Context: an optimization exercise on an open-source flow, tuned for small area. The choices shown serve that exercise and are no tape-out recipe. Only simulation tests tie the RTL to the original design; equivalence was not proved. No activity file was given, so power comes from the tool's default toggle rates.

alpha:
// spi_eeprom_responder
module spi_eeprom_responder #(
    parameter int ADDR_W = 8
) (
    input  logic              ACLK,
    input  logic              ARESETn,
    input  logic              SPI_SCK,
    input  logic              SPI_MOSI,
    input  logic              SPI_CS,
    output logic              SPI_MISO,
    input  logic [ADDR_W-1:0] MEM_RADDR,
    output logic [7:0]        MEM_RDATA,
    output logic              WR_STROBE,
    output logic              WEL
);
Size: roughly 2100 flip-flops, about 24 I/O pins, roughly 0.077 mm^2 of cells after synthesis.
Settings: LEC_CHECK=0, ABC_AREA=1, CAP_MARGIN=20, CORE_MARGIN=2, CORE_UTILIZATION=60, SLEW_MARGIN=20, SYNTH_HIERARCHICAL=1, SYNTH_MINIMUM_KEEP_SIZE=0; clock period 7.0 ns.
standard.sh (not shown) runs the stock make flow with config.mk's settings and CLKGATE_MAP_FILE= SYNTH_SCRIPT=/design/flow/synth_recipe.tcl, a recipe that flattens the netlist after the stock synthesis.
==> flow/flow/run.sh <==
#!/bin/bash
# Standard ORFS layout with three changes:
#  - ABC maps the logic for minimum area ("map -a") instead of the stock area script
#    (which adds buffers and upsizes cells); registers are untouched by ABC.
#  - CTS uses small clkbuf_4 leaf buffers and no dummy loads, so less clock-tree area.
#  - every input and output port still gets a buffer, but the smallest one (buf_1).
set -e
cp -r "$FLOW_HOME/scripts" scripts_mod
cp flow/abc_map_area.script scripts_mod/abc_area.script
export SCRIPTS_DIR=$PWD/scripts_mod
export CTS_ARGS="-sink_clustering_enable -repair_clock_nets -dont_use_dummy_load -sink_clustering_size 8 -sink_clustering_max_diameter 40 -buf_list sky130_fd_sc_hd__clkbuf_4"
export BUFFER_PORTS_ARGS="-buffer_cell sky130_fd_sc_hd__buf_1"
bash standard.sh synth > synth.log 2>&1
bash standard.sh > layout.log 2>&1
==> flow/flow/abc_map_area.script <==
strash
map -a
topo
Modified inputs, beta compared to alpha
# alpha
export LEC_CHECK = 0
export ABC_AREA = 1
export CAP_MARGIN = 20
export CORE_MARGIN = 2
export CORE_UTILIZATION = 60
export SLEW_MARGIN = 20
export SYNTH_HIERARCHICAL = 1
export SYNTH_MINIMUM_KEEP_SIZE = 0
create_clock -name core_clock -period 7.0 [get_ports {ACLK}]
# beta
export LEC_CHECK = 0
export ABC_AREA = 1
export CAP_MARGIN = 20
export CORE_MARGIN = 2
export CORE_UTILIZATION = 60
export GPL_TIMING_DRIVEN = 0
export SLEW_MARGIN = 20
export SYNTH_HIERARCHICAL = 1
export SYNTH_MINIMUM_KEEP_SIZE = 0
create_clock -name core_clock -period 7.0 [get_ports {ACLK}]
==> flow/flow/run.sh <==
#!/bin/bash
# Standard ORFS layout with two changes:
#  - ABC maps the logic for minimum area ("map -a") instead of the stock area script
#    (which adds buffers and upsizes cells); registers are untouched by ABC.
#  - CTS uses small clkbuf_4 leaf buffers and no dummy loads, so less clock-tree area.
set -e
cp -r "$FLOW_HOME/scripts" scripts_mod
cp flow/abc_map_area.script scripts_mod/abc_area.script
export SCRIPTS_DIR=$PWD/scripts_mod
export CTS_ARGS="-sink_clustering_enable -repair_clock_nets -dont_use_dummy_load -sink_clustering_size 8 -sink_clustering_max_diameter 40 -buf_list sky130_fd_sc_hd__clkbuf_4"
bash standard.sh synth > synth.log 2>&1
bash standard.sh > layout.log 2>&1
--- outcome ---
In the metrics for alpha and beta, the one carrying the higher sequential share of power is alpha. met2 usage in beta is 1.3 points above alpha. beta vs alpha: setup slack down in beta.
[inputs] gamma vs beta
# beta
export LEC_CHECK = 0
export ABC_AREA = 1
export CAP_MARGIN = 20
export CORE_MARGIN = 2
export CORE_UTILIZATION = 60
export GPL_TIMING_DRIVEN = 0
export SLEW_MARGIN = 20
export SYNTH_HIERARCHICAL = 1
export SYNTH_MINIMUM_KEEP_SIZE = 0
create_clock -name core_clock -period 7.0 [get_ports {ACLK}]
# gamma
export LEC_CHECK = 0
export ABC_AREA = 1
export CAP_MARGIN = 20
export CORE_MARGIN = 2
export CORE_UTILIZATION = 70
export SLEW_MARGIN = 20
export SYNTH_HIERARCHICAL = 1
export SYNTH_MINIMUM_KEEP_SIZE = 0
create_clock -name core_clock -period 7.0 [get_ports {ACLK}]
Findings:
gamma completed end to end with timing, DRC and antenna clean. Clock buffer count: gamma vs beta down 3.3%. The clock latency of the later-clocked register in the worst-skew pair of gamma is lower than that of beta. Min global-route wire length before repair across gamma and beta: gamma. The portion of the clock cycle consumed by the worst path in the final layout number comes out lower for gamma vs beta. Compared with beta, gamma shows a worst-case vdd ir drop that is 39 uV lower. In the flow results for gamma and beta, the global-route usage is larger on gamma.

-- what the ideal ports hide --
The flow's constraints put no driver on any port. The routed layouts listed below were extracted and timed again, unchanged, in two steps.
Step 1 (the two cells are an assumption about what drives the block):
set clk [get_ports {ACLK}]
set_driving_cell -lib_cell sky130_fd_sc_hd__clkbuf_16 $clk
set_driving_cell -lib_cell sky130_fd_sc_hd__buf_2 [delete_from_list [all_inputs] $clk]
Step 2, shift: input delay + t, output delay - t, t = (earliest + latest rising clock arrival at the registers) / 2. This alone moves slack from input paths to output paths.
a / b / c = ideal / step 1 / step 2; a / b = the first two.
| run | t (ns) | setup WS [ns] | clock arrival spread, ns | worst data-port slew with drivers (ns) |
|---|---|---|---|---|
| alpha | 1.383 | 0.841 / 0.841 / 0.818 | 0.113 / 0.112 | 0.16 |
| beta | 1.385 | 0.780 / 0.780 / -0.124 | 0.084 / 0.085 | 0.11 |
| gamma | 1.357 | 0.870 / 0.870 / 0.131 | 0.125 / 0.125 | 0.15 |
With both steps, setup timing fails in beta, where it was met with ideal ports. For beta, which loses most, drivers alone change the setup slack by 0.000 ns; drivers and shift together by -0.904 ns.
